What follows belongs to an exercise in optimizing a design on an open flow for small area, a short achievable clock period and few clock cycles; a production flow would make more cautious choices. Function was checked by simulation only, so behaviour that the tests miss may differ from the original. Power figures rest on the tool's default switching activity, not on a simulated workload.

## flow/run.sh

```bash
#!/bin/bash
# The standard layout (standard.sh), with two changes:
# - the input and output ports are buffered with buf_2 cells. The default pick,
#   clkdlybuf4s50_1, is a slow delay cell, and the platform's footprint-matched resizing
#   cannot swap it for a faster buffer later.
# - clock tree synthesis clusters up to 20 sinks within 80 um per leaf buffer and adds no
#   dummy loads: about half the clock buffers of the default, with the same insertion delay
#   and flip-flop clock slews near 90 ps.
# The whole make output goes to run_standard.log here; ORFS keeps each step's log under orfs/logs.
set -euo pipefail
export BUFFER_PORTS_ARGS="-buffer_cell sky130_fd_sc_hd__buf_2"
export CTS_ARGS="-sink_clustering_enable -repair_clock_nets -sink_clustering_size 20 -sink_clustering_max_diameter 80 -dont_use_dummy_load"
bash standard.sh > run_standard.log 2>&1
```

## standard.sh

```bash
#!/bin/bash
# synth_recipe.tcl (not shown) runs the flow's synth.tcl, then flattens the netlist and writes it again
# the make line also repeats each setting of config.mk as NAME=value (left out here)
make -C /OpenROAD-flow-scripts/flow DESIGN_CONFIG=/design/flow/config.mk WORK_HOME=/design/flow/orfs CLKGATE_MAP_FILE= SYNTH_SCRIPT=/design/flow/synth_recipe.tcl "${@:-finish}"
```

## config.mk

```make
export PLATFORM = sky130hd
export DESIGN_NAME = line_edit_buffer
export DESIGN_NICKNAME = line_edit_buffer
export VERILOG_FILES = /design/flow/design.v
export SDC_FILE = /design/flow/constraint.sdc
export NUM_CORES = 4
export LEC_CHECK = 0
export CAP_MARGIN = 20
export CORE_MARGIN = 2
export CORE_UTILIZATION = 35
export SETUP_SLACK_MARGIN = 2.8
export SLEW_MARGIN = 20
export SYNTH_HIERARCHICAL = 1
```

## constraint.sdc

```tcl
create_clock -name core_clock -period 5.0 [get_ports {i_clk}]
set_input_delay 1.0000 -clock core_clock [delete_from_list [all_inputs] [get_ports {i_clk}]]
set_output_delay 1.0000 -clock core_clock [all_outputs]
set_load 0.01 [all_outputs]
```

## design.v

```verilog
package lineb_pkg;
    localparam int MIN_COL   = 2;
    localparam int MAX_COL   = 66;
    localparam int TAB_WIDTH = 5;
    localparam int LINE_CAP  = 64;
    localparam logic [7:0] SPACE_CHAR = 8'h20;
    localparam logic [3:0] KIND_INS   = 4'd0;
    localparam logic [3:0] KIND_BS    = 4'd1;
    localparam logic [3:0] KIND_DEL   = 4'd2;
    localparam logic [3:0] KIND_TAB   = 4'd3;
    localparam logic [3:0] KIND_LEFT  = 4'd4;
    localparam logic [3:0] KIND_RIGHT = 4'd5;
    localparam logic [3:0] KIND_HOME  = 4'd6;
    localparam logic [3:0] KIND_END   = 4'd7;
    localparam logic [3:0] KIND_ENTER = 4'd8;
endpackage
module lineb_cell (
    input  logic       i_clk,
    input  logic       i_sel_hold,  
    input  logic       i_sel_l1,    
    input  logic       i_sel_l5,    
    input  logic       i_sel_r1,    
    input  logic       i_sel_bus,   
    input  logic [7:0] i_left1,
    input  logic [7:0] i_left5,
    input  logic [7:0] i_right1,
    input  logic [7:0] i_bus,
    output logic [7:0] o_next,
    output logic [7:0] o_data
);
    logic [7:0] r_data;
    for (genvar b = 0; b < 8; b++) begin : g_bit
        lineb_bit u_bit (
            .i_sel_hold (i_sel_hold),
            .i_sel_l1   (i_sel_l1),
            .i_sel_l5   (i_sel_l5),
            .i_sel_r1   (i_sel_r1),
            .i_sel_bus  (i_sel_bus),
            .i_self     (r_data[b]),
            .i_left1    (i_left1[b]),
            .i_left5    (i_left5[b]),
            .i_right1   (i_right1[b]),
            .i_bus      (i_bus[b]),
            .o_next     (o_next[b])
        );
    end
    always_ff @(posedge i_clk) begin
        r_data <= o_next;
    end
    assign o_data = r_data;
endmodule
module lineb_bit (
    input  logic i_sel_hold,
    input  logic i_sel_l1,
    input  logic i_sel_l5,
    input  logic i_sel_r1,
    input  logic i_sel_bus,
    input  logic i_self,
    input  logic i_left1,
    input  logic i_left5,
    input  logic i_right1,
    input  logic i_bus,
    output logic o_next
);
    assign o_next = (i_sel_hold && i_self) || (i_sel_l1 && i_left1) || (i_sel_l5 && i_left5)
                 || (i_sel_r1 && i_right1) || (i_sel_bus && i_bus);
endmodule
module lineb_sel (
    input  logic i_nge,       
    input  logic i_nge1,      
    input  logic i_nge5,      
    input  logic i_nop_ins,
    input  logic i_nop_tab,
    input  logic i_nop_rm,
    input  logic i_nop_shl,
    input  logic i_nop_any,   
    output logic o_sel_hold,
    output logic o_sel_l1,
    output logic o_sel_l5,
    output logic o_sel_r1,
    output logic o_sel_bus
);
    logic gap_end;    
    assign gap_end    = !(i_nop_ins || i_nge1) || !(i_nop_tab || i_nge5);
    assign o_sel_l1   = !(i_nop_ins || i_nge);
    assign o_sel_l5   = !(i_nop_tab || i_nge);
    assign o_sel_r1   = !(i_nop_shl && (i_nop_rm || i_nge));
    assign o_sel_bus  = i_nge && gap_end;
    assign o_sel_hold = i_nop_shl && (i_nge ? !gap_end : i_nop_any);
endmodule
module line_edit_buffer (
    input  logic               i_clk,
    input  logic               i_rst_n,
    input  logic               i_cmd_valid,
    output logic               o_cmd_ready,
    input  logic [3:0]         i_cmd_kind,
    input  logic [7:0]         i_cmd_char_in,
    output logic               o_res_valid,
    input  logic               i_res_ready,
    output logic               o_res_accepted,
    output logic [6:0]         o_res_cursor_col,
    output logic [6:0]         o_res_line_length,
    output logic [15:0]        o_res_line_number,
    output logic               o_res_char_valid,
    output logic [7:0]         o_res_char_out,
    output logic               o_res_last
);
    localparam int CAP = lineb_pkg::LINE_CAP;
    localparam int NK = 9;
    logic          r_a_v, b_v, r_rdy, n_a_v, n_b_v;
    logic [NK-1:0] r_a_k, a_k_in;
    logic [3:0]    r_b_kind, a_kind_in;
    logic [7:0]    r_a_ch, r_b_ch;
    logic          take_in;
    logic          fire;        
    assign b_v         = !r_rdy;
    assign o_cmd_ready = r_rdy;
    assign take_in     = i_cmd_valid && r_rdy;
    always_comb begin
        n_a_v = r_a_v;
        n_b_v = b_v;
        if (!r_a_v || fire) begin
            n_a_v = b_v || take_in;
            n_b_v = 1'b0;
        end else if (take_in) begin
            n_b_v = 1'b1;
        end
    end
    assign a_kind_in = b_v ? r_b_kind : i_cmd_kind;
    for (genvar k = 0; k < NK; k++) begin : g_kdec
        assign a_k_in[k] = (a_kind_in == 4'(k));
    end
    always_ff @(posedge i_clk) begin
        if (!i_rst_n) begin
            r_a_v <= 1'b0;
            r_rdy <= 1'b1;
        end else begin
            r_a_v <= n_a_v;
            r_rdy <= !n_b_v;
        end
    end
    always_ff @(posedge i_clk) begin
        if (!r_a_v || fire) begin
            r_a_k  <= a_k_in;
            r_a_ch <= b_v ? r_b_ch : i_cmd_char_in;
        end
        if (r_rdy) begin
            r_b_kind <= i_cmd_kind;
            r_b_ch   <= i_cmd_char_in;
        end
    end
    logic k_ins, k_bs, k_del, k_tab, k_left, k_right, k_home, k_end, k_enter;
    assign k_ins   = r_a_k[lineb_pkg::KIND_INS];
    assign k_bs    = r_a_k[lineb_pkg::KIND_BS];
    assign k_del   = r_a_k[lineb_pkg::KIND_DEL];
    assign k_tab   = r_a_k[lineb_pkg::KIND_TAB];
    assign k_left  = r_a_k[lineb_pkg::KIND_LEFT];
    assign k_right = r_a_k[lineb_pkg::KIND_RIGHT];
    assign k_home  = r_a_k[lineb_pkg::KIND_HOME];
    assign k_end   = r_a_k[lineb_pkg::KIND_END];
    assign k_enter = r_a_k[lineb_pkg::KIND_ENTER];
    logic [6:0]  r_col, r_len;
    logic [15:0] r_lines;
    logic [6:0]  r_dcnt;           
    logic        r_drain;          
    logic        r_rv, r_acc, r_cv, r_last;
    logic [7:0]  r_char;
    logic        r_home, r_end;
    logic [7:0]  r_p_lt;
    logic [6:0]  r_p_le;
    logic        r_nop_ins, r_nop_tab, r_nop_rm, r_nop_shl;    
    logic        r_nop_any;    
    logic [7:0]  r_bus;
    logic        r_c0_r1, r_c0_bus;
    logic        out_free, dfire;
    logic        ok_ins, ok_bs, ok_del, ok_tab, ok_left, ok_right;
    logic        col_up1, col_dn1, is_rm, enter_chars;
    logic        col_is3, col_end1, len_zero;
    logic [6:0]  col_p1, col_m1, col_p5, len_p1, len_m1, len_p5, len_p2;
    logic [6:0]  n_col, n_len;
    logic        n_home, n_end, acc;
    logic [7:0]  n_p_lt, len_lt;
    logic [6:0]  n_p_le, len_le;
    logic [7:0]  lt_up1, lt_dn1;
    logic [6:0]  le_up1, le_dn1;
    logic [7:0]  lt_up5;
    logic [6:0]  le_up5;
    logic [7:0]  cell0_next;
    assign out_free = !r_rv || i_res_ready;
    assign fire     = r_a_v && out_free && !r_drain;
    assign dfire    = r_drain && out_free;
    assign col_is3  = (r_col == 7'd3);
    assign col_end1 = (r_col == r_len + 7'd1);
    assign len_zero = (r_len == 7'd0);
    assign ok_ins   = k_ins && !r_len[6];
    assign ok_bs    = k_bs && !r_home;
    assign ok_del   = k_del && !r_end;
    assign ok_tab   = k_tab && (r_len <= 7'd59);
    assign ok_left  = k_left && !r_home;
    assign ok_right = k_right && !r_end;
    assign col_up1  = ok_ins || ok_right;
    assign col_dn1  = ok_bs || ok_left;
    assign is_rm    = ok_bs || ok_del;
    assign enter_chars = k_enter && !len_zero;
    assign acc      = ok_ins || ok_bs || ok_del || ok_tab || ok_left || ok_right
                   || (k_home && !r_home) || (k_end && !r_end) || k_enter;
    assign col_p1 = r_col + 7'd1;
    assign col_m1 = r_col - 7'd1;
    assign col_p5 = r_col + 7'd5;
    assign len_p1 = r_len + 7'd1;
    assign len_m1 = r_len - 7'd1;
    assign len_p5 = r_len + 7'd5;
    assign len_p2 = r_len + 7'd2;
    assign n_col = ({7{col_up1}} & col_p1)
                 | ({7{col_dn1}} & col_m1)
                 | ({7{ok_tab}}  & col_p5)
                 | ({7{k_home || k_enter}} & 7'd2)
                 | ({7{k_end}}   & len_p2)
                 | ({7{!(col_up1 || col_dn1 || ok_tab || k_home || k_enter || k_end)}} & r_col);
    assign n_len = ({7{ok_ins}} & len_p1)
                 | ({7{is_rm}}  & len_m1)
                 | ({7{ok_tab}} & len_p5)
                 | ({7{!(ok_ins || is_rm || ok_tab || k_enter)}} & r_len);
    always_comb begin
        n_home = r_home;
        n_end  = r_end;
        if (ok_ins || ok_tab || ok_right) n_home = 1'b0;
        if (col_dn1)                      n_home = col_is3;
        if (k_home || k_enter)            n_home = 1'b1;
        if (k_end)                        n_home = len_zero;
        if (ok_left)                      n_end  = 1'b0;
        if (ok_del || ok_right)           n_end  = col_end1;
        if (k_end || k_enter)             n_end  = 1'b1;
        if (k_home)                       n_end  = len_zero;
    end
    assign lt_up1 = r_p_le[6] ? r_p_lt : {r_p_lt[6:0], 1'b0};
    assign le_up1 = r_p_le[6] ? {r_p_le[5:0], 1'b0} : 7'h7f;
    assign lt_dn1 = r_p_le[0] ? {1'b1, r_p_lt[7:1]} : r_p_lt;
    assign le_dn1 = r_p_le[0] ? 7'h00 : {1'b1, r_p_le[6:1]};
    assign lt_up5 = r_p_le[2] ? r_p_lt : {r_p_lt[6:0], 1'b0};
    assign le_up5 = r_p_le[2] ? {r_p_le[1:0], 5'b0} : {3'b111, r_p_le[6:3]};
    for (genvar a = 1; a <= 8; a++) begin : g_llt
        assign len_lt[a-1] = (r_len[6:3] < 4'(a));
    end
    for (genvar b = 0; b <= 6; b++) begin : g_lle
        assign len_le[b] = (r_len[2:0] <= 3'(b));
    end
    assign n_p_lt = ({8{col_up1}} & lt_up1)
                  | ({8{col_dn1}} & lt_dn1)
                  | ({8{ok_tab}}  & lt_up5)
                  | ({8{k_home || k_enter}})
                  | ({8{k_end}}   & len_lt)
                  | ({8{!(col_up1 || col_dn1 || ok_tab || k_home || k_enter || k_end)}} & r_p_lt);
    assign n_p_le = ({7{col_up1}} & le_up1)
                  | ({7{col_dn1}} & le_dn1)
                  | ({7{ok_tab}}  & le_up5)
                  | ({7{k_home || k_enter}})
                  | ({7{k_end}}   & len_le)
                  | ({7{!(col_up1 || col_dn1 || ok_tab || k_home || k_enter || k_end)}} & r_p_le);
    logic r_rst;
    always_ff @(posedge i_clk) begin
        r_rst <= !i_rst_n;
    end
    always_ff @(posedge i_clk) begin
        if (!i_rst_n) begin
            r_drain <= 1'b0;
            r_rv    <= 1'b0;
        end else begin
            if (fire && k_enter) begin
                r_drain <= (r_len > 7'd1);
            end else if (dfire) begin
                r_drain <= (r_dcnt != 7'd1);
            end
            if (fire || dfire) begin
                r_rv <= 1'b1;
            end else if (i_res_ready) begin
                r_rv <= 1'b0;
            end
        end
    end
    always_ff @(posedge i_clk) begin
        if (fire && k_enter) begin
            r_dcnt <= len_m1;
        end else if (dfire) begin
            r_dcnt <= r_dcnt - 7'd1;
        end
    end
    always_ff @(posedge i_clk) begin
        if (r_rst) begin
            r_col     <= 7'd2;
            r_len     <= 7'd0;
            r_home    <= 1'b1;
            r_end     <= 1'b1;
            r_p_lt    <= '1;
            r_p_le    <= '1;
            r_lines   <= 16'd0;
            r_nop_ins <= 1'b1;
            r_nop_tab <= 1'b1;
            r_nop_rm  <= 1'b1;
            r_nop_shl <= 1'b1;
            r_nop_any <= 1'b1;
            r_c0_r1   <= 1'b0;
            r_c0_bus  <= 1'b0;
        end else begin
            r_nop_ins <= !(fire && ok_ins);
            r_nop_tab <= !(fire && ok_tab);
            r_nop_rm  <= !(fire && is_rm);
            r_nop_shl <= !(dfire || (fire && enter_chars));
            r_nop_any <= !(fire && (ok_ins || ok_tab || is_rm));
            r_c0_r1   <= dfire || (fire && (enter_chars || (is_rm && n_home)));
            r_c0_bus  <= fire && (ok_ins || ok_tab) && r_home;
            if (fire) begin
                r_col  <= n_col;
                r_len  <= n_len;
                r_home <= n_home;
                r_end  <= n_end;
                r_p_lt <= n_p_lt;
                r_p_le <= n_p_le;
                if (k_enter) begin
                    r_lines <= r_lines + 16'd1;
                end
            end
        end
    end
    always_ff @(posedge i_clk) begin
        if (fire) begin
            r_acc  <= acc;
            r_cv   <= enter_chars;
            r_last <= !k_enter || (r_len <= 7'd1);
            r_char <= enter_chars ? cell0_next : 8'd0;
            r_bus  <= k_tab ? lineb_pkg::SPACE_CHAR : r_a_ch;
        end else if (dfire) begin
            r_acc  <= 1'b1;
            r_cv   <= 1'b1;
            r_last <= (r_dcnt == 7'd1);
            r_char <= cell0_next;
        end
    end
    logic [CAP+5:0] nge;
    logic [9:0]     p_lt;
    logic [7:0]     p_le;
    logic [7:0]     cell_q    [CAP];
    logic [7:0]     cell_next [CAP];
    assign p_lt = {1'b1, r_p_lt, 1'b0};
    assign p_le = {1'b1, r_p_le};
    for (genvar g = 0; g < CAP + 6; g++) begin : g_ge
        if (g >= CAP) begin : g_hi
            assign nge[g] = 1'b0;
        end else begin : g_dec
            assign nge[g] = !(p_lt[g/8] || (p_lt[g/8+1] && p_le[g%8]));
        end
    end
    for (genvar g = 0; g < CAP; g++) begin : g_cell
        logic [7:0] l1, l5, r1;
        logic       s_hold, s_l1, s_l5, s_r1, s_bus;
        if (g >= 1) begin : g_l1
            assign l1 = cell_q[g-1];
        end else begin : g_l1z
            assign l1 = 8'd0;
        end
        if (g >= 5) begin : g_l5
            assign l5 = cell_q[g-5];
        end else begin : g_l5z
            assign l5 = cell_q[g];
        end
        if (g < CAP - 1) begin : g_r1
            assign r1 = cell_q[g+1];
        end else begin : g_r1z
            assign r1 = cell_q[g];
        end
        lineb_sel u_sel (
            .i_nge      (nge[g]),
            .i_nge1     (nge[g+1]),
            .i_nge5     (nge[g+5]),
            .i_nop_ins  (r_nop_ins),
            .i_nop_tab  (r_nop_tab),
            .i_nop_rm   (r_nop_rm),
            .i_nop_shl  (r_nop_shl),
            .i_nop_any  (r_nop_any),
            .o_sel_hold (s_hold),
            .o_sel_l1   (s_l1),
            .o_sel_l5   (s_l5),
            .o_sel_r1   (s_r1),
            .o_sel_bus  (s_bus)
        );
        lineb_cell u_cell (
            .i_clk      (i_clk),
            .i_sel_hold (s_hold),
            .i_sel_l1   (s_l1),
            .i_sel_l5   (s_l5),
            .i_sel_r1   (s_r1),
            .i_sel_bus  (s_bus),
            .i_left1    (l1),
            .i_left5    (l5),
            .i_right1   (r1),
            .i_bus      (r_bus),
            .o_next     (cell_next[g]),
            .o_data     (cell_q[g])
        );
    end
    assign cell0_next = r_c0_r1 ? cell_q[1] : (r_c0_bus ? r_bus : cell_q[0]);
    assign o_res_valid       = r_rv;
    assign o_res_accepted    = r_acc;
    assign o_res_cursor_col  = r_col;
    assign o_res_line_length = r_len;
    assign o_res_line_number = r_lines;
    assign o_res_char_valid  = r_cv;
    assign o_res_char_out    = r_char;
    assign o_res_last        = r_last;
endmodule
```

==> flow_metrics.tcl, run 1 <==
set metrics [dict create \
    run_status "no timing/DRC/antenna violations" \
    die_area_mm2 0.0882 \
    route.detailed.vias_per_inst 6.96 \
    timing.slew.headroom_pct 25.0 \
    finalWirelength_mm 123 \
    cts-hold-fix-buffers 0 \
    worst-path-max-fanout 12 \
    critical_path_class "reg -> reg" \
    drtAntennaViolNets 0 \
    synth.cell_area_mm2 0.0301 \
    synth.top_cells.by_area "dfxtp_1 (39%), a222oi_1 (17%), a22oi_1 (13%), nand2_1 (7.2%), edfxtp_1 (4.3%)" \
    core_area_mm2 0.0851 \
    std_cell_rows 107 \
    maxCapViolations 0 \
    syn_area_per_cell_um2 9.23 \
    yosysSeqAreaShare_pct 43.1 \
    global_route_wire_length_before_repair_mm 184 \
    post_synth_inst_count 3258 \
    timing.critical_path.required_ns 5.51 \
    drt-initial-drc-count 6333 \
    layout_common_cells "nand2_1 (573), dfxtp_1 (544), a22oi_1 (516), a222oi_1 (514), nor2_1 (192)" \
    critPathArrivalTime_ns 2.70 \
    finalCriticalPeriod_ns 2.19 \
    cts.sink_count 626 \
    yosysUniqueCellTypes 76 \
    cts_tree "built" \
    switching_share_pct 40.5 \
    clock_tree.root_cell "clkbuf_16" \
    drc_errors 0 \
    nNetsFinal 3402 \
    final_max_slew_viol_count 0 \
    share_seq_of_total_power_pct 57.8 \
    clock.fmax_mhz 457 \
    yosys_most_used_dff "dfxtp_1" \
    setup-tns-final_ns 0 \
    dieWidth_um 297 \
    routed-via-count 31393 \
    syn_to_final_growth_pct 12.4 \
    globalRouteTotalUtil_pct 26.1 \
    netlist.top_cell.by_area "dfxtp_1" \
    endpoint_kind "register" \
    cts-buffers-inserted 38 \
    netSwitchingPower_mw 7.19 \
    antenna_found_initial 0 \
    clock_insertion_delay_worst_skew_ns 0.61 \
    cts_max_path_buffers 3 \
    rsz0062_at_grt "yes" \
    layout-drive-gt1-share_pct 10.5 \
    sort_of_element_at_the_start_of_the_critical_path "register" \
    critical_path.n_buffers_inverters 1 \
    ir_drop_mv 0.349 \
    cpLargestDelayFamily "compound AO/OA/AOI/OAI gates" \
    yosys_warnings 10 \
    critical_path.max_stage_delay_ns 0.61 \
    clkSlewWorstSetupHoldPaths_ns 0.08 \
    clk_network_pwr_share_pct 17.4 \
    post_synth_edffs 43 \
    hold_violations 0 \
    layout_commonest_cell "nand2_1" \
    met2WireLength_mm 57.0 \
    io-pin-count 59 \
    drt_pass1_iterations 13 \
    port-buffer-count 58 \
    wl_met3_mm 12.6 \
    internal_power_mw 10.6 \
    antenna_cells_inserted 0 \
    dp_hpwl_mm 85.3 \
    synth_top_cell_area_share_pct 38.8 \
    gp_routability_congestion 0.929 \
    final-setup-viol-count 0 \
    maxUsedRoutingLayer "met4" \
    overflow 0 \
    post-route-period-util_pct 43.8 \
    power_density_mw_per_mm2 526 \
    power.static_leakage_nw 13.4 \
    holdCritPathClass "reg -> reg" \
    power.combinational.fraction_pct 24.7 \
    crit_slowest_cell "a2111oi_0" \
    met1_length_mm 49.7 \
    dieHeight_um 297 \
    detail_route.wl_per_cell_um 27.3 \
    initial_utilization_pct 35.3 \
    grt_pass1_vias 28977 \
    worst-slew-pin-transition_ns 1.11 \
    grt_max_degree 65 \
    crit_path_cell_trace "buf_4 > nand2b_2 > nand2_2 > a2111oi_0 > o21ai_0 > a221o_1" \
    finish.utilization_pct 39.7 \
    ys_ff_latch 626 \
    worst_setup_skew_after_layout_ns 0.0587 \
    share_of_flip_flops_with_an_asynchronous_set_or_reset_after_synthesis_pct 0 \
    h-tree-depth 2 \
]
-- worst register-to-register path, stage by stage (launching register included) --
cell,delay (ns)
dfxtp_4,0.37
buf_4,0.14
nand2b_2,0.22
nand2_2,0.25
a2111oi_0,0.61
o21ai_0,0.24
a221o_1,0.29
-- path summary, 6_finish.rpt --
check / start / to / slack [ns] / cells after the start
worst min-delay path: r_b_ch[6] / r_b_ch[6] / 0.48 / 1
worst min register to register: r_b_ch[6] / r_b_ch[6] / 0.48 / 1
worst max register to register: r_len[6] / r_p_lt[3] / 2.81 / 6
worst max-delay path: r_len[6] / r_p_lt[3] / 2.81 / 6
-- modules after synthesis (local to each module, per instance) --
module	area [um^2]	cells inside
line_edit_buffer	6670	762
lineb_cell	160	8
lineb_sel	35.0	7
lineb_bit	21.3	3
-- per-layer routing --
metal,GRT usage [%],up-vias
met3,4.16,291
met4,8.20,0
met5,0,-
li1,-,13951
met1,35.4,15145
met2,42.5,2006
-- what timing repair did --
action,CTS,global route
endpoints found under the setup margin,567,481
setup buffers,22,16
pin swaps,0,4
resized for setup,144,90
-- cells in the mapped netlist (all sizes together) (25+ instances only) --
cell,instances
a222oi,514
inv,27
o22ai,70
nor2,199
edfxtp,43
xnor2,25
dfxtp,583
nand2,579
o21ai,170
and2,64
a22oi,517
a21oi,155
clkbuf,43
-- kinds of logic (layout without fill, tap and decap cells) --
kind of cell    count (synthesis)  after routing  share of synthesized area, %
mux                            35             35                          1.22
other cells                     1             14                        0.0125
flops                         626            626                          43.1
buf+inv                        91            188                          1.23
simple gates                  941            941                          13.2
xor+xnor                       41             41                          1.19
compound gates               1507           1507                          39.4
fa+ha+maj                      16             16                         0.666
-- power by group through the flow --
stage | Sequential [mW] | Clock, mW | Combinational (mW)
6_report | 10.3 | 3.09 | 4.39
3_3_place_gp | 10.2 | 0 | 4.03
2_1_floorplan | 8.64 | 0 | 3.30
4_1_cts | 10.1 | 3.14 | 4.26
5_1_grt | 10.4 | 3.30 | 4.85
3_5_place_dp | 10.2 | 0 | 4.09
-- stage by stage --
| step | std cells | area, um^2 | hold WS, ns | worst slack, ns | total power [mW] |
|---|---|---|---|---|---|
| 4_1_cts | 4496 | 33300 | 0.479 | 2.78 | 17.5 |
| 3_3_place_gp | 4436 | 31800 | 0.452 | 2.09 | 14.3 |
| 6_report | 4512 | 33800 | 0.477 | 2.81 | 17.8 |
| 2_1_floorplan | 3271 | 30100 | 0.429 | 2.82 | 11.9 |
| 3_5_place_dp | 4436 | 31800 | 0.461 | 2.07 | 14.3 |
| 5_1_grt | 4512 | 33800 | 0.495 | 2.77 | 18.5 |
-- layout make-up --
cell class	instances	area, um^2
repair buffers	123	953
fillers	8700	51400
multi-input cells	2554	17200
well taps	1144	1430
flip-flops and latches	626	13100
clock buffers	38	951
inverters	27	110
-- sequential cells by signal, indices dropped and copies added, names as in the netlist, 8 cells and up --
name                  flops
r_bus                     8
r_char                    8
g_cell.u_cell.r_data    512
r_b_ch                    8
r_p_lt                    8
r_a_ch                    8
r_lines                  16
r_a_k                     9
Testbench counts, summed over its fixed seeds: cycles 21,059.
==> run 2: changes to the inputs <==
--- a/design.v
+++ b/design.v
@@ -324,11 +324,20 @@
     end
     always_ff @(posedge i_clk) begin
         if (fire) begin
+            r_bus <= k_tab ? lineb_pkg::SPACE_CHAR : r_a_ch;
+        end
+    end
+    always_ff @(posedge i_clk) begin
+        if (r_rst) begin
+            r_acc  <= 1'b0;
+            r_cv   <= 1'b0;
+            r_last <= 1'b0;
+            r_char <= 8'd0;
+        end else if (fire) begin
             r_acc  <= acc;
             r_cv   <= enter_chars;
             r_last <= !k_enter || (r_len <= 7'd1);
             r_char <= enter_chars ? cell0_next : 8'd0;
-            r_bus  <= k_tab ? lineb_pkg::SPACE_CHAR : r_a_ch;
         end else if (dfire) begin
             r_acc  <= 1'b1;
             r_cv   <= 1'b1;
--- a/config.mk
+++ b/config.mk
@@ -8,6 +8,6 @@
 export CAP_MARGIN = 20
 export CORE_MARGIN = 2
 export CORE_UTILIZATION = 35
-export SETUP_SLACK_MARGIN = 2.8
+export SETUP_SLACK_MARGIN = 2.9
 export SLEW_MARGIN = 20
 export SYNTH_HIERARCHICAL = 1
==> run 2 against run 1 <==
Against the previous run: still clean on timing, DRC and antenna; wire length down 1.5%; synthesized cell count increased by 1.0%; total power fell by 10%; combinational power fell by 21%; worst setup slack better by 0.050 ns; sequential cell count is the same; clock power increased by 3%; hold slack got worse by 0.033 ns; register-to-register slack better by 0.099 ns; largest cell class unchanged.
==> flow_metrics.tcl, run 2 <==
set metrics [dict create \
    final-setup-viol-count 0 \
    maxCapViolations 0 \
    core_area_mm2 0.0853 \
    final_cells 4585 \
    routed-via-count 31863 \
    layout_commonest_cell "nand2_1" \
    cpLargestDelayFamily "flip-flops" \
    combined_area_of_the_multi_input_logic_cells_mm2 0.0176 \
    syn_area_per_cell_um2 9.16 \
    sort_of_element_at_the_start_of_the_critical_path "register" \
    timing.slew.headroom_pct 29.4 \
    crit_slowest_cell "dfxtp_4" \
    cts.sink_count 626 \
    dieHeight_um 298 \
    cts-buffers-inserted 39 \
    clkSlewWorstSetupHoldPaths_ns 0.09 \
    port-buffer-count 58 \
    crit_start "r_len[1]" \
    grt_pass1_vias 30094 \
    drtAntennaViolNets 0 \
    drt_pass1_iterations 14 \
    cts_tree "built" \
    regMostFlops "g_cell.u_cell.r_data" \
    critical_path_class "reg -> out" \
    std_cell_rows 107 \
    share_of_flip_flops_with_an_asynchronous_set_or_reset_after_synthesis_pct 0 \
    regToRegSetupSlack_ns 2.91 \
    worst_r2r_startpoint "r_len[1]" \
    drt-initial-drc-count 6691 \
    final_max_slew_viol_count 0 \
    critPathArrivalTime_ns 1.14 \
    holdCritPathClass "reg -> reg" \
    io-pin-count 59 \
    dieWidth_um 298 \
    groute.layer.met2.usage_pct 41.5 \
    syn_to_final_growth_pct 14.9 \
    final.fill_count 8604 \
    yosys_warnings 10 \
    crit_path_cell_trace "buf_6" \
    clock_insertion_delay_worst_skew_ns 0.61 \
    layout-drive-gt1-share_pct 12.8 \
    reg_top3 "g_cell.u_cell.r_data (512), r_lines (16), r_a_k (9)" \
    setup-tns-final_ns 0 \
    timing.rr.end "r_acc" \
    ir_drop_mv 0.311 \
    antenna_cells_inserted 0 \
    yosys-top-cells-count "dfxtp_1 (594), nand2_1 (577), a22oi_1 (514), a222oi_1 (513), nor2_1 (204)" \
    clock_tree.root_cell "clkbuf_16" \
    run_status "no timing/DRC/antenna violations" \
    overflow 0 \
    netlist.top_cell.by_area "dfxtp_1" \
    post_synth_edffs 32 \
    post_synth_inst_count 3292 \
    gp_routability_congestion 0.948 \
    hold_violations 0 \
    h-tree-depth 2 \
    die_area_mm2 0.0886 \
    instance_count_on_the_critical_path 1 \
    yosysSeqAreaShare_pct 42.6 \
    antenna_found_initial 1 \
    initial_utilization_pct 35.4 \
    route.detailed.vias_per_inst 6.95 \
    detail_route.wl_per_cell_um 26.5 \
    r2r_cells 8 \
    critical_path.max_stage_delay_ns 0.41 \
    post_dp_cell_area_mm2 0.0320 \
    yosysUniqueCellTypes 74 \
    post-route-period-util_pct 42.8 \
    met1_usage_pct 34.4 \
    nNetsFinal 3475 \
    layout_common_cells "nand2_1 (571), dfxtp_1 (531), a22oi_1 (514), a222oi_1 (513), nor2_1 (194)" \
    global_route_wire_length_before_repair_mm 183 \
    endpoint_kind "output port" \
    design_area_mm2 0.0347 \
    finish.utilization_pct 40.7 \
    critPathCapture "o_res_line_length[1]" \
    yosys_most_used_dff "dfxtp_1" \
    power.static_leakage_nw 13.9 \
    global_route.usage.met3_pct 3.73 \
    clock.fmax_mhz 468 \
    gr-max-usage-layer "met2" \
    synth.top_cells.by_area "dfxtp_1 (39%), a222oi_1 (17%), a22oi_1 (13%), nand2_1 (7.2%), edfxtp_1 (3.2%)" \
    worst-slew-pin-transition_ns 1.06 \
    finalWirelength_mm 121 \
    power_density_mw_per_mm2 461 \
    worst-path-max-fanout 5 \
    finalCriticalPeriod_ns 2.14 \
    synth_top_cell_area_share_pct 39.4 \
    drc_errors 0 \
    yosysMostFrequentCell "dfxtp_1" \
    globalRouteTotalUtil_pct 25.5 \
    grt_max_degree 71 \
    timing.critical_path.required_ns 4.00 \
    rsz0062_at_grt "yes" \
    dp_hpwl_mm 84.5 \
    critical_path.n_buffers_inverters 1 \
    cts_max_path_buffers 3 \
    worst_setup_skew_after_layout_ns 0.0326 \
    ys_ff_latch 626 \
    placedCellCount 4469 \
    ff_latch_area_mm2 0.0130 \
    synth.cell_area_mm2 0.0302 \
    largest_register_ff_count 512 \
]
run 2: changes by cell type after synthesis, sizes merged, moves of 7 or more:
cell | before | now
mux2i | 21 | 34
o21ai | 170 | 162
a21o | 10 | 1
dfxtp | 583 | 594
o211ai | 5 | 12
edfxtp | 43 | 32
run 2: modules after synthesis, one instance, submodules excluded:
module,flops+latches,cells inside
line_edit_buffer,114,796
lineb_bit,0,3
lineb_cell,8,8
lineb_sel,0,7
run 2: through the flow:
step	hold WS, ns	setup WS, ns	total power [mW]
final	0.444	2.86	16.0
after detailed placement	0.436	1.77	12.5
after global placement	0.432	1.82	12.5
after floorplan	0.447	2.81	10.7
after global routing	0.480	2.83	16.6
after CTS	0.457	2.80	15.7
run 2: area by class of cell:
class / instances / area share [%]
timing repair buffer: 164 / 4.21
multi-input combinational: 2582 / 50.9
tap: 1144 / 4.13
inverter: 30 / 0.368
sequential: 626 / 37.6
clock buffer: 39 / 2.81
run 2: what timing repair did:
item	4_1_cts	5_1_grt
pin swaps	4	6
gates cloned	0	2
endpoints found under the setup margin	606	543
gates resized for setup	266	97
buffers inserted	53	22
hold buffers	0	0
run 2: logic make-up (layout without fill, tap and decap cells):
logic type	count (synthesis)	after routing	synth area share [%]
compound gates	1509	1509	39.4
mux	46	46	1.58
fa+ha+maj	16	16	0.664
buf+inv	97	233	1.30
flops	626	626	42.6
xor+xnor	35	35	1.02
simple gates	962	962	13.5
other cells	1	14	0.0124
run 2: worst min-delay path: cells and delay by family, from the launching register on:
kind	cells	cell delay, ns
compound gates	1	0.05
flops	1	0.33
simple gates	1	0.04
run 2: how the worst min path moves through the flow:
stage / from / endpoint / slack [ns] / cells after the start
2_1_floorplan: r_b_ch[0] / r_b_ch[0] / 0.45 / 1
3_3_place_gp: r_char[1] / r_char[1] / 0.43 / 2
3_5_place_dp: r_char[1] / r_char[1] / 0.44 / 2
4_1_cts: r_char[1] / r_char[1] / 0.46 / 2
5_1_grt: r_cv / r_cv / 0.48 / 2
6_report: r_char[1] / r_char[1] / 0.44 / 2
run 2: routing by layer:
metal  vias to the layer above  part of all wire [%]
met1                     15402                    41
met4                         0                   3.2
met5                         -                     0
li1                      14186                     -
met3                       289                   9.7
met2                      1986                    46
run 2: power breakdown:
part | leakage [nW] | switching [mW] | internal (mW)
clock | 0.481 | 1.78 | 1.39
combinational | 8.27 | 1.70 | 1.78
sequential | 5.20 | 2.63 | 6.69
Testbench counts of run 2, summed over its fixed seeds: cycles 21,059.
==> run 3: changes to the inputs <==
--- a/config.mk
+++ b/config.mk
@@ -8,6 +8,6 @@
 export CAP_MARGIN = 20
 export CORE_MARGIN = 2
 export CORE_UTILIZATION = 35
-export SETUP_SLACK_MARGIN = 2.9
+export SETUP_SLACK_MARGIN = 3.0
 export SLEW_MARGIN = 20
 export SYNTH_HIERARCHICAL = 1
==> run 3 against run 2 <==
Against the previous run: still clean; register-to-register slack improved by 0.03 ns; worst setup slack improved by 0.0057 ns; die area did not move; synthesized cell count did not move; total power rose by 1.3%; fmax rose by 0.27%; global-route usage rose by 0.43 points; critical path type unchanged; critical endpoint is now o_res_cursor_col[0].
==> flow_metrics.tcl, run 3 <==
set metrics [dict create \
    sort_of_element_at_the_start_of_the_critical_path "register" \
    yosysSeqAreaShare_pct 42.6 \
    die_area_mm2 0.0886 \
    hold-path-cell-count 2 \
    layout_commonest_cell "nand2_1" \
    combinational_family_with_the_most_area_after_synthesis "compound AO/OA/AOI/OAI gates" \
    post_synth_xor_area_fraction_pct 1.02 \
    drc_errors 0 \
    layout-drive-gt1-share_pct 15.8 \
    netlist.top_cell.by_area "dfxtp_1" \
    critical_path_class "reg -> out" \
    cts-buffers-inserted 40 \
    gp_routability_congestion 0.951 \
    cpLargestDelayFamily "flip-flops" \
    worst_r2r_startpoint "r_len[1]" \
    dieWidth_um 298 \
    worstHoldStart "r_char[0]" \
    yosys_most_used_dff "dfxtp_1" \
    final.fill_count 8391 \
    power_density_mw_per_mm2 449 \
    worst_setup_skew_after_layout_ns 0.0526 \
    layout_common_cells "nand2_1 (568), dfxtp_1 (528), a22oi_1 (514), a222oi_1 (513), nor2_1 (193)" \
    cts_tree "built" \
    initial_utilization_pct 35.4 \
    std_cell_rows 107 \
    crit_slowest_cell "dfxtp_4" \
    final_critical_path_setup_slack_ns 2.87 \
    rsz0062_at_grt "yes" \
    drtAntennaViolNets 0 \
    final_max_slew_viol_count 0 \
    yosys-top-cells-count "dfxtp_1 (594), nand2_1 (577), a22oi_1 (514), a222oi_1 (513), nor2_1 (204)" \
    clock_insertion_delay_worst_skew_ns 0.61 \
    dp_hpwl_mm 85.2 \
    finalWirelength_mm 125 \
    clkSlewWorstSetupHoldPaths_ns 0.08 \
    post-route-period-util_pct 42.7 \
    antenna_found_initial 0 \
    yosys_warnings 10 \
    overflow 0 \
    clock_tree.root_cell "clkbuf_16" \
    synth.top_cells.by_area "dfxtp_1 (39%), a222oi_1 (17%), a22oi_1 (13%), nand2_1 (7.2%), edfxtp_1 (3.2%)" \
    multiplexer_share_of_the_synthesized_area_pct 1.58 \
    final-setup-viol-count 0 \
    syn_area_per_cell_um2 9.16 \
    timing.slew.headroom_pct 40.5 \
    finalCriticalPeriod_ns 2.13 \
    finish.utilization_pct 42.3 \
    post_synth_inst_count 3292 \
    dieHeight_um 298 \
    run_status "no timing/DRC/antenna violations" \
    endpoint_kind "output port" \
    cts_max_path_buffers 3 \
    fraction_of_the_mapped_netlist_area_in_simple_logic_gates_pct 13.5 \
    final.hold.worst_slack_ns 0.459 \
    yosysMostFrequentCell "dfxtp_1" \
    design_power_total_mw 16.2 \
    drt_pass1_iterations 11 \
    timing.rr.end "r_col[2]" \
    setup-tns-final_ns 0 \
    grt_pass1_vias 29830 \
    io-pin-count 59 \
    h-tree-depth 2 \
    synth_fa_ha_area_share_pct 0.664 \
    worst-slew-pin-transition_ns 0.883 \
    ys_ff_latch 626 \
    clock.fmax_mhz 469 \
    cts-hold-fix-buffers 0 \
    hold_violations 0 \
    syn_to_final_growth_pct 19.5 \
    detail_route.wl_per_cell_um 26.7 \
    drt-initial-drc-count 6392 \
    globalRouteTotalUtil_pct 26.0 \
    routed-via-count 32328 \
    yosysUniqueCellTypes 74 \
    share_of_flip_flops_with_an_asynchronous_set_or_reset_after_synthesis_pct 0 \
    regToRegSetupSlack_ns 2.94 \
    place_worst_setup_slack_ns 1.97 \
    global_route_wire_length_before_repair_mm 184 \
    ir_drop_mv 0.243 \
    critical_path.n_buffers_inverters 1 \
    post_synth_edffs 32 \
    maxCapViolations 0 \
    reg_top3 "g_cell.u_cell.r_data (512), r_lines (16), r_a_k (9)" \
    critical_path.max_stage_delay_ns 0.38 \
    holdCritPathClass "reg -> reg" \
    route.detailed.vias_per_inst 6.94 \
    nNetsFinal 3547 \
    core_area_mm2 0.0853 \
    synth_top_cell_area_share_pct 39.4 \
    synth.cell_area_mm2 0.0302 \
    cts.sink_count 626 \
    regMostFlops "g_cell.u_cell.r_data" \
    worst-path-max-fanout 2 \
    compound_gate_portion_of_the_synthesized_area_pct 39.4 \
    largest_register_ff_count 512 \
    crit_path_cell_trace "buf_6" \
    timing.critical_path.required_ns 4.00 \
    grt_max_degree 65 \
    hold_end "r_char[0]" \
    power.static_leakage_nw 14.5 \
    port-buffer-count 58 \
    antenna_cells_inserted 0 \
    r2r_cells 11 \
    critPathArrivalTime_ns 1.13 \
]
[run 3: timing repair]
item,CTS,global route
setup buffers,72,73
setup endpoints to repair,610,528
pin swaps,9,32
cloned,1,3
gates resized for setup,342,135
[run 3: power by group]
part           internal (mW)  switching [mW]
combinational           1.89            1.81
sequential              6.69            2.61
clock                   1.42            1.75
total                   10.0            6.17
[run 3: area by class of cell]
| cell class | instances | area, um^2 | area share, % |
|---|---|---|---|
| tap | 1144 | 1430 | 3.97 |
| sequential | 626 | 13000 | 36.2 |
| inverter | 30 | 136 | 0.378 |
| multi-input combinational | 2583 | 18200 | 50.4 |
| clock buffer | 40 | 1000 | 2.78 |
| timing repair buffer | 234 | 2290 | 6.34 |
[run 3: per-layer routing]
layer | GRT usage (%) | vias to the layer above | wire [um]
li1 | - | 14378 | -
met2 | 41.9 | 2043 | 56900
met3 | 4.00 | 309 | 13500
met1 | 35.0 | 15598 | 49900
met4 | 9.58 | 0 | 4300
met5 | 0 | - | 0
[run 3: cells by family after synthesis]
kind of cell             Yosys count
multiplexers                      46
buffers and inverters             97
adder cells (fa/ha/maj)           16
AND/OR/NAND/NOR                  962
other                              1
AO/OA/AOI/OAI                   1509
XOR/XNOR                          35
flip-flops                       626
[run 3: worst max-delay path by stage]
stage	slack [ns]	from	to	cells after the start
after global placement	2.04	i_res_ready	r_dcnt[4]	6
final	2.87	r_col[0]	o_res_cursor_col[0]	1
after CTS	2.87	r_len[0]	o_res_line_length[0]	1
after global routing	2.85	r_len[0]	o_res_line_length[0]	1
after floorplan	2.81	i_res_ready	r_lines[12]	5
after detailed placement	1.97	i_res_ready	r_dcnt[3]	6
[run 3: per-module statistics from Yosys (local to each module, per instance)]
module,flops+latches,copies in the design,cell area [um^2]
line_edit_buffer,114,1,6790
lineb_cell,8,64,160
lineb_sel,0,64,35.0
lineb_bit,0,512,21.3
[run 3: stage by stage]
stage | area, um^2 | std cells
final | 36000 | 4657
after floorplan | 30400 | 3305
after CTS | 34700 | 4581
after global placement | 32000 | 4468
after detailed placement | 32000 | 4468
after global routing | 36000 | 4657
==> run 4: changes to the inputs <==
--- a/config.mk
+++ b/config.mk
@@ -7,7 +7,7 @@
 export LEC_CHECK = 0
 export CAP_MARGIN = 20
 export CORE_MARGIN = 2
-export CORE_UTILIZATION = 35
-export SETUP_SLACK_MARGIN = 3.0
+export CORE_UTILIZATION = 45
+export SETUP_SLACK_MARGIN = 2.9
 export SLEW_MARGIN = 20
 export SYNTH_HIERARCHICAL = 1
==> run 4 against run 3 <==
Against the previous run: register-to-register slack lost 0.06 ns; via count grew 4.2%; design area shrank 4.4%; clock-buffer cell count grew 2; hold slack lost 0.0057 ns; first-iteration DRC count grew 26%; critical path depth is the same; critical endpoint is now o_res_line_length[1]; area after synthesis is the same; die area shrank 22%.
==> flow_metrics.tcl, run 4 <==
set metrics [dict create \
    ir_drop_mv 0.246 \
    synth.top_cells.by_area "dfxtp_1 (39%), a222oi_1 (17%), a22oi_1 (13%), nand2_1 (7.2%), edfxtp_1 (3.2%)" \
    routed-via-count 33680 \
    crit_path_cell_trace "buf_6" \
    critical_path_class "reg -> out" \
    design_area_mm2 0.0345 \
    syn_to_final_growth_pct 14.2 \
    syn_area_per_cell_um2 9.16 \
    worst-slew-pin-transition_ns 0.926 \
    layout_commonest_cell "nand2_1" \
    dieWidth_um 263 \
    clkSlewWorstSetupHoldPaths_ns 0.07 \
    compound_gate_portion_of_the_synthesized_area_pct 39.4 \
    post_dp_cell_area_mm2 0.0316 \
    timing.critical_path.required_ns 4.00 \
    design_power_total_mw 16.7 \
    yosys-top-cells-count "dfxtp_1 (594), nand2_1 (577), a22oi_1 (514), a222oi_1 (513), nor2_1 (204)" \
    worst-path-max-fanout 5 \
    rsz0062_at_grt "yes" \
    io-pin-count 59 \
    layout_common_cells "nand2_1 (569), dfxtp_1 (535), a22oi_1 (514), a222oi_1 (513), nor2_1 (194)" \
    finalWirelength_mm 137 \
    global_route_wire_length_before_repair_mm 200 \
    gp_routability_congestion 0.954 \
    initial_utilization_pct 45.6 \
    critPathArrivalTime_ns 1.14 \
    combinational_family_with_the_most_area_after_synthesis "compound AO/OA/AOI/OAI gates" \
    post_synth_edffs 32 \
    dieHeight_um 263 \
    grt_pass1_vias 31332 \
    finish.utilization_pct 52.1 \
    cpLargestDelayFamily "flip-flops" \
    ys_ff_latch 626 \
    finalCriticalPeriod_ns 2.14 \
    critical_path.max_stage_delay_ns 0.40 \
    drt_pass1_iterations 17 \
    yosysUniqueCellTypes 74 \
    critical_path.n_buffers_inverters 1 \
    power.static_leakage_nw 14.0 \
    maxCapViolations 0 \
    globalRouteTotalUtil_pct 37.2 \
    yosysSeqAreaShare_pct 42.6 \
    placedCellCount 4191 \
    synth_top_cell_area_share_pct 39.4 \
    clock.fmax_mhz 467 \
    port-buffer-count 58 \
    antenna_found_initial 1 \
    share_of_flip_flops_with_an_asynchronous_set_or_reset_after_synthesis_pct 0 \
    core_area_mm2 0.0661 \
    reg_top3 "g_cell.u_cell.r_data (512), r_lines (16), r_a_k (9)" \
    post_synth_inst_count 3292 \
    synth_fa_ha_area_share_pct 0.664 \
    holdCritPathClass "reg -> reg" \
    power_density_mw_per_mm2 484 \
    die_area_mm2 0.0691 \
    clock_tree.root_cell "clkbuf_16" \
    cts.sink_count 626 \
    final_max_slew_viol_count 0 \
    detail_route.wl_per_cell_um 31.9 \
    post_synth_xor_area_fraction_pct 1.02 \
    final_cells 4309 \
    endpoint_kind "output port" \
    regToRegSetupSlack_ns 2.88 \
    setup-tns-final_ns 0 \
    clock_insertion_delay_worst_skew_ns 0.62 \
    sort_of_element_at_the_start_of_the_critical_path "register" \
    yosysMostFrequentCell "dfxtp_1" \
    largest_register_ff_count 512 \
    worst_setup_skew_after_layout_ns 0.0445 \
    cts-hold-fix-buffers 0 \
    netlist.top_cell.by_area "dfxtp_1" \
    cts_max_path_buffers 3 \
    fraction_of_the_mapped_netlist_area_in_simple_logic_gates_pct 13.5 \
    nNetsFinal 3478 \
    dp_hpwl_mm 90.7 \
    std_cell_rows 94 \
    final.hold.worst_slack_ns 0.453 \
    drc_errors 0 \
    timing.slew.headroom_pct 37.6 \
    crit_slowest_cell "dfxtp_4" \
    yosys_warnings 10 \
    layout-drive-gt1-share_pct 12.6 \
    post-route-period-util_pct 42.8 \
    cts_tree "built" \
    synth.cell_area_mm2 0.0302 \
    cts-buffers-inserted 42 \
    hold_violations 0 \
    final-setup-viol-count 0 \
    drt-initial-drc-count 8038 \
    multiplexer_share_of_the_synthesized_area_pct 1.58 \
    h-tree-depth 2 \
    route.detailed.vias_per_inst 7.82 \
    drtAntennaViolNets 0 \
    yosys_most_used_dff "dfxtp_1" \
    regMostFlops "g_cell.u_cell.r_data" \
    run_status "no timing/DRC/antenna violations" \
    overflow 0 \
    grt_max_degree 57 \
    final_critical_path_setup_slack_ns 2.86 \
    place_worst_setup_slack_ns 1.76 \
]
## run 4: cell counts after synthesis
No cell type changed its count.
## run 4: cells by family (layout without fill, tap and decap cells)
logic type | count (synthesis) | count (layout)
AO/OA/AOI/OAI | 1509 | 1509
buffers and inverters | 97 | 234
multiplexers | 46 | 46
AND/OR/NAND/NOR | 962 | 964
other | 1 | 15
flip-flops | 626 | 626
adder cells (fa/ha/maj) | 16 | 16
XOR/XNOR | 35 | 35
## run 4: worst paths after layout
kind,start,to,cells after the start
worst min-delay path,r_char[3],r_char[3],2
worst max register to register,r_nop_shl,g_cell[31].u_cell.r_data[3],4
worst min register to register,r_char[3],r_char[3],2
worst max-delay path,r_len[1],o_res_line_length[1],1
## run 4: what timing repair did
item / 4_1_cts / 5_1_grt
cloned: 1 / 1
pin swaps: 5 / 11
resized for setup: 233 / 120
buffers inserted: 55 / 18
setup endpoints to repair: 608 / 526
## run 4: power breakdown
group / leakage [nW] / switching [mW] / internal, mW / total (mW)
combinational: 8.26 / 1.87 / 1.78 / 3.65
clock: 0.518 / 1.77 / 1.49 / 3.26
sequential: 5.20 / 3.09 / 6.69 / 9.78
## run 4: area by class of cell
type / instances / area (um^2)
tap: 864 / 1080
clock buffer: 42 / 1050
multi-input combinational: 2584 / 17700
inverter: 30 / 128
fill: 6153 / 31600
timing repair buffer: 162 / 1450
sequential: 626 / 13000
antenna: 1 / 2.50
## run 4: routing by layer
metal / GRT usage [%] / up-vias / part of all wire [%]
li1: - / 14244 / -
met1: 49.3 / 15952 / 38
met2: 57.7 / 2832 / 43
met3: 7.24 / 652 / 13
met4: 18.5 / 0 / 5.7
met5: 0 / - / 0
## run 4: modules after synthesis (local to each module, per instance)
| module | cells inside | flops+latches | cell area (um^2) |
|---|---|---|---|
| lineb_sel | 7 | 0 | 35.0 |
| lineb_cell | 8 | 8 | 160 |
| line_edit_buffer | 796 | 114 | 6790 |
| lineb_bit | 3 | 0 | 21.3 |
==> run 5: changes to the inputs <==
--- a/design.v
+++ b/design.v
@@ -324,20 +324,11 @@
     end
     always_ff @(posedge i_clk) begin
         if (fire) begin
-            r_bus <= k_tab ? lineb_pkg::SPACE_CHAR : r_a_ch;
-        end
-    end
-    always_ff @(posedge i_clk) begin
-        if (r_rst) begin
-            r_acc  <= 1'b0;
-            r_cv   <= 1'b0;
-            r_last <= 1'b0;
-            r_char <= 8'd0;
-        end else if (fire) begin
             r_acc  <= acc;
             r_cv   <= enter_chars;
             r_last <= !k_enter || (r_len <= 7'd1);
             r_char <= enter_chars ? cell0_next : 8'd0;
+            r_bus  <= k_tab ? lineb_pkg::SPACE_CHAR : r_a_ch;
         end else if (dfire) begin
             r_acc  <= 1'b1;
             r_cv   <= 1'b1;
@@ -370,12 +361,12 @@
         if (g >= 5) begin : g_l5
             assign l5 = cell_q[g-5];
         end else begin : g_l5z
-            assign l5 = cell_q[g];
+            assign l5 = 8'd0;
         end
         if (g < CAP - 1) begin : g_r1
             assign r1 = cell_q[g+1];
         end else begin : g_r1z
-            assign r1 = cell_q[g];
+            assign r1 = 8'd0;
         end
         lineb_sel u_sel (
             .i_nge      (nge[g]),
==> flow/run.sh (replaced) <==
#!/bin/bash
# The standard layout (standard.sh), with two changes:
# - the input and output ports are buffered with buf_4 cells. The default pick,
#   clkdlybuf4s50_1, is a slow delay cell, and the platform's footprint-matched resizing
#   cannot swap it for a faster buffer later.
# - clock tree synthesis clusters up to 20 sinks within 80 um per leaf buffer and adds no
#   dummy loads: about half the clock buffers of the default, with the same insertion delay
#   and flip-flop clock slews near 90 ps.
# The whole make output goes to run_standard.log here; ORFS keeps each step's log under orfs/logs.
set -euo pipefail
export BUFFER_PORTS_ARGS="-buffer_cell sky130_fd_sc_hd__buf_4"
export CTS_ARGS="-sink_clustering_enable -repair_clock_nets -sink_clustering_size 20 -sink_clustering_max_diameter 80 -dont_use_dummy_load"
bash standard.sh > run_standard.log 2>&1
--- a/config.mk
+++ b/config.mk
@@ -7,7 +7,7 @@
 export LEC_CHECK = 0
 export CAP_MARGIN = 20
 export CORE_MARGIN = 2
-export CORE_UTILIZATION = 45
-export SETUP_SLACK_MARGIN = 2.9
+export CORE_UTILIZATION = 35
+export SETUP_SLACK_MARGIN = 2.7
 export SLEW_MARGIN = 20
 export SYNTH_HIERARCHICAL = 1
==> run 5 against run 4 <==
Against the previous run: total power up 5.3%; die area rose by 28%; clock skew up 0.00087 ns; wire length decreased by 14%; first-iteration DRC count shrank 24%; register-to-register slack got worse by 0.14 ns; design area shrank 1.7%; clock power decreased by 2%; largest cell class unchanged.
==> flow_metrics.tcl, run 5 <==
set metrics [dict create \
    run_status "no timing/DRC/antenna violations" \
    netlist.top_cell.by_area "dfxtp_1" \
    clk_network_pwr_share_pct 18.2 \
    final_critical_path_setup_slack_ns 2.73 \
    largest_register_ff_count 512 \
    worst-path-max-fanout 7 \
    rsz0062_at_grt "yes" \
    finalCriticalPeriod_ns 2.27 \
    core_area_mm2 0.0851 \
    clkSlewWorstSetupHoldPaths_ns 0.08 \
    setup-tns-final_ns 0 \
    layout_common_cells "nand2_1 (575), dfxtp_1 (550), a22oi_1 (516), a222oi_1 (514), nor2_1 (195)" \
    place_worst_setup_slack_ns 2.12 \
    port-buffer-count 58 \
    power.static_leakage_nw 13.4 \
    final-setup-viol-count 0 \
    synth_top_cell_area_share_pct 38.8 \
    worstHoldStart "r_b_ch[3]" \
    crit_slowest_cell "dfxtp_1" \
    placedCellCount 4485 \
    post_synth_inst_count 3258 \
    drt_pass1_iterations 14 \
    cts_tree "built" \
    timing.rr.end "g_cell[25].u_cell.r_data[7]" \
    regMostFlops "g_cell.u_cell.r_data" \
    overflow 0 \
    ff_latch_area_mm2 0.0131 \
    r2r_cells 5 \
    share_of_flip_flops_with_an_asynchronous_set_or_reset_after_synthesis_pct 0 \
    worst_setup_skew_after_layout_ns 0.0453 \
    hold-path-cell-count 1 \
    clock_insertion_delay_worst_skew_ns 0.61 \
    share_seq_of_total_power_pct 57.4 \
    yosys_warnings 10 \
    initial_utilization_pct 35.3 \
    critical_path_class "reg -> out" \
    synth.cell_area_mm2 0.0301 \
    dieHeight_um 297 \
    finalWirelength_mm 119 \
    yosysUniqueCellTypes 76 \
    final_max_slew_viol_count 0 \
    ir_drop_mv 0.232 \
    route.detailed.vias_per_inst 6.90 \
    post-route-period-util_pct 45.4 \
    reg_top3 "g_cell.u_cell.r_data (512), r_lines (16), r_a_k (9)" \
    drc_errors 0 \
    hold_end "r_b_ch[3]" \
    finish.utilization_pct 39.8 \
    critical_path.n_buffers_inverters 1 \
    yosys-top-cells-count "dfxtp_1 (583), nand2_1 (578), a22oi_1 (517), a222oi_1 (514), nor2_1 (198)" \
    worst-slew-pin-transition_ns 1.06 \
    dieWidth_um 297 \
    antenna_cells_inserted 0 \
    crit_path_cell_trace "buf_4" \
    timing.critical_path.required_ns 4.00 \
    globalRouteTotalUtil_pct 25.2 \
    layout-drive-gt1-share_pct 9.47 \
    routed-via-count 31342 \
    h-tree-depth 2 \
    clock_tree.root_cell "clkbuf_16" \
    hold_violations 0 \
    design_power_total_mw 17.6 \
    internal_power_mw 10.6 \
    timing.slew.headroom_pct 28.5 \
    worst_r2r_startpoint "r_nop_any" \
    design_area_mm2 0.0339 \
    power_density_mw_per_mm2 519 \
    post_dp_cell_area_mm2 0.0321 \
    synth.top_cells.by_area "dfxtp_1 (39%), a222oi_1 (17%), a22oi_1 (13%), nand2_1 (7.2%), edfxtp_1 (4.3%)" \
    clock.fmax_mhz 441 \
    drt-initial-drc-count 6081 \
    cpLargestDelayFamily "flip-flops" \
    yosysMostFrequentCell "dfxtp_1" \
    layout_commonest_cell "nand2_1" \
    antenna_found_initial 2 \
    detail_route.wl_per_cell_um 26.1 \
    yosys_most_used_dff "dfxtp_1" \
    combined_area_of_the_multi_input_logic_cells_mm2 0.0174 \
    switching_share_pct 39.6 \
    final.hold.worst_slack_ns 0.477 \
    power.combinational.fraction_pct 24.3 \
    syn_to_final_growth_pct 12.7 \
    endpoint_kind "output port" \
    dp_hpwl_mm 84.0 \
    critical_path.max_stage_delay_ns 0.47 \
    sort_of_element_at_the_start_of_the_critical_path "register" \
    post_synth_edffs 43 \
    std_cell_rows 107 \
    io-pin-count 59 \
    cts_max_path_buffers 3 \
    gp_routability_congestion 0.921 \
    final.fill_count 8764 \
    grt_pass1_vias 29172 \
    cts.sink_count 626 \
    netSwitchingPower_mw 6.96 \
    holdCritPathClass "reg -> reg" \
    cts-buffers-inserted 40 \
    syn_area_per_cell_um2 9.23 \
    yosysSeqAreaShare_pct 43.1 \
    final_cells 4543 \
    ys_ff_latch 626 \
    critPathArrivalTime_ns 1.27 \
    grt_max_degree 75 \
    maxCapViolations 0 \
    drtAntennaViolNets 0 \
    regToRegSetupSlack_ns 2.74 \
    global_route_wire_length_before_repair_mm 179 \
    nNetsFinal 3433 \
    die_area_mm2 0.0882 \
]
-- run 5: cell count changes after synthesis, moves of 7 or more --
| cell | change |
|---|---|
| o21ai_0 | +7 |
| edfxtp_1 | +11 |
| dfxtp_1 | -11 |
| mux2i_1 | -13 |
| o211ai_1 | -7 |
| a21o_1 | +9 |
-- run 5: per-module statistics from Yosys (local to each module, per instance) --
module | area, um^2 | times used | flip-flops and latches
line_edit_buffer | 6670 | 1 | 114
lineb_bit | 21.3 | 512 | 0
lineb_cell | 160 | 64 | 8
lineb_sel | 35.0 | 64 | 0
-- run 5: power by group through the flow --
| stage | registers (mW) | clock network (mW) | logic [mW] |
|---|---|---|---|
| after global placement | 10.0 | 0 | 4.05 |
| after global routing | 10.2 | 3.42 | 4.76 |
| after floorplan | 8.59 | 0 | 3.33 |
| after CTS | 9.91 | 3.25 | 4.17 |
| final | 10.1 | 3.21 | 4.28 |
| after detailed placement | 10.0 | 0 | 4.12 |
-- run 5: routing by layer --
layer,share of wire [%],global-route usage [%],vias up
li1,-,-,13981
met1,41,34.6,15251
met2,46,40.5,1848
met3,10,4.05,262
met4,3.0,7.90,0
met5,0,0,-
-- run 5: final cells by class --
type | instances | area share, %
clock buffer | 40 | 2.96
inverter | 27 | 0.318
multi-input combinational | 2602 | 51.3
sequential | 626 | 38.6
tap | 1144 | 4.23
timing repair buffer | 104 | 2.59
-- run 5: cell families after synthesis --
family                   synth area share, %
AO/OA/AOI/OAI                           39.4
XOR/XNOR                                1.19
adder cells (fa/ha/maj)                0.666
buffers and inverters                   1.23
flip-flops                              43.1
multiplexers                            1.22
other                                 0.0125
AND/OR/NAND/NOR                         13.2
-- run 5: how the worst max path moves through the flow --
stage / start / end / depth (start not counted)
2_1_floorplan: i_res_ready / r_dcnt[0] / 6
3_3_place_gp: i_res_ready / r_p_lt[3] / 8
3_5_place_dp: i_res_ready / r_p_lt[3] / 8
4_1_cts: r_p_le[2] / g_cell[53].u_cell.r_data[3] / 5
5_1_grt: r_p_lt[7] / g_cell[58].u_cell.r_data[4] / 5
6_report: r_col[6] / o_res_cursor_col[6] / 1
-- run 5: what timing repair did --
| action | in CTS | in global routing |
|---|---|---|
| hold endpoints to repair | 0 | 0 |
| hold buffers | 0 | 0 |
| pin swaps | 0 | 3 |
| setup endpoints to repair | 554 | 474 |
| resized for setup | 88 | 111 |
| setup buffers | 4 | 14 |
Testbench counts of run 5, summed over its fixed seeds: cycles 21,059.

-- what the ideal ports hide --
No port has a modelled driver above. Below, the same layouts with a new extraction and two added sets of constraints. Step 1, drivers: a clkbuf_16 drives i_clk and a buf_2 each remaining input, both assumed. Step 2 times the ports against the registers' clock, not the clock port: input delays grow and output delays shrink by t, the midpoint of the rising clock arrivals with the driver on. Three values: ideal, step 1, step 2; two values: the first two.
run | t, ns | slack for setup (ns) | hold WS [ns] | slew at the worst register clock pin (ns) | worst data-port slew with drivers (ns)
run 1 | 0.653 | 2.811 / 2.744 / 2.315 | 0.477 / 0.477 / 0.477 | 0.09 / 0.09 | 0.04
run 2 | 0.663 | 2.861 / 2.795 / 2.420 | 0.444 / 0.444 / 0.444 | 0.09 / 0.09 | 0.05
run 3 | 0.653 | 2.867 / 2.797 / 2.507 | 0.459 / 0.459 / 0.459 | 0.09 / 0.09 | 0.03
run 4 | 0.661 | 2.859 / 2.792 / 2.519 | 0.453 / 0.453 / 0.453 | 0.09 / 0.09 | 0.07
run 5 | 0.650 | 2.731 / 2.668 / 2.363 | 0.477 / 0.477 / 0.477 | 0.10 / 0.10 | 0.03
After both steps every run listed still meets setup and hold. For run 1, which loses most, drivers alone change the setup slack by -0.067 ns; drivers and shift together by -0.496 ns.
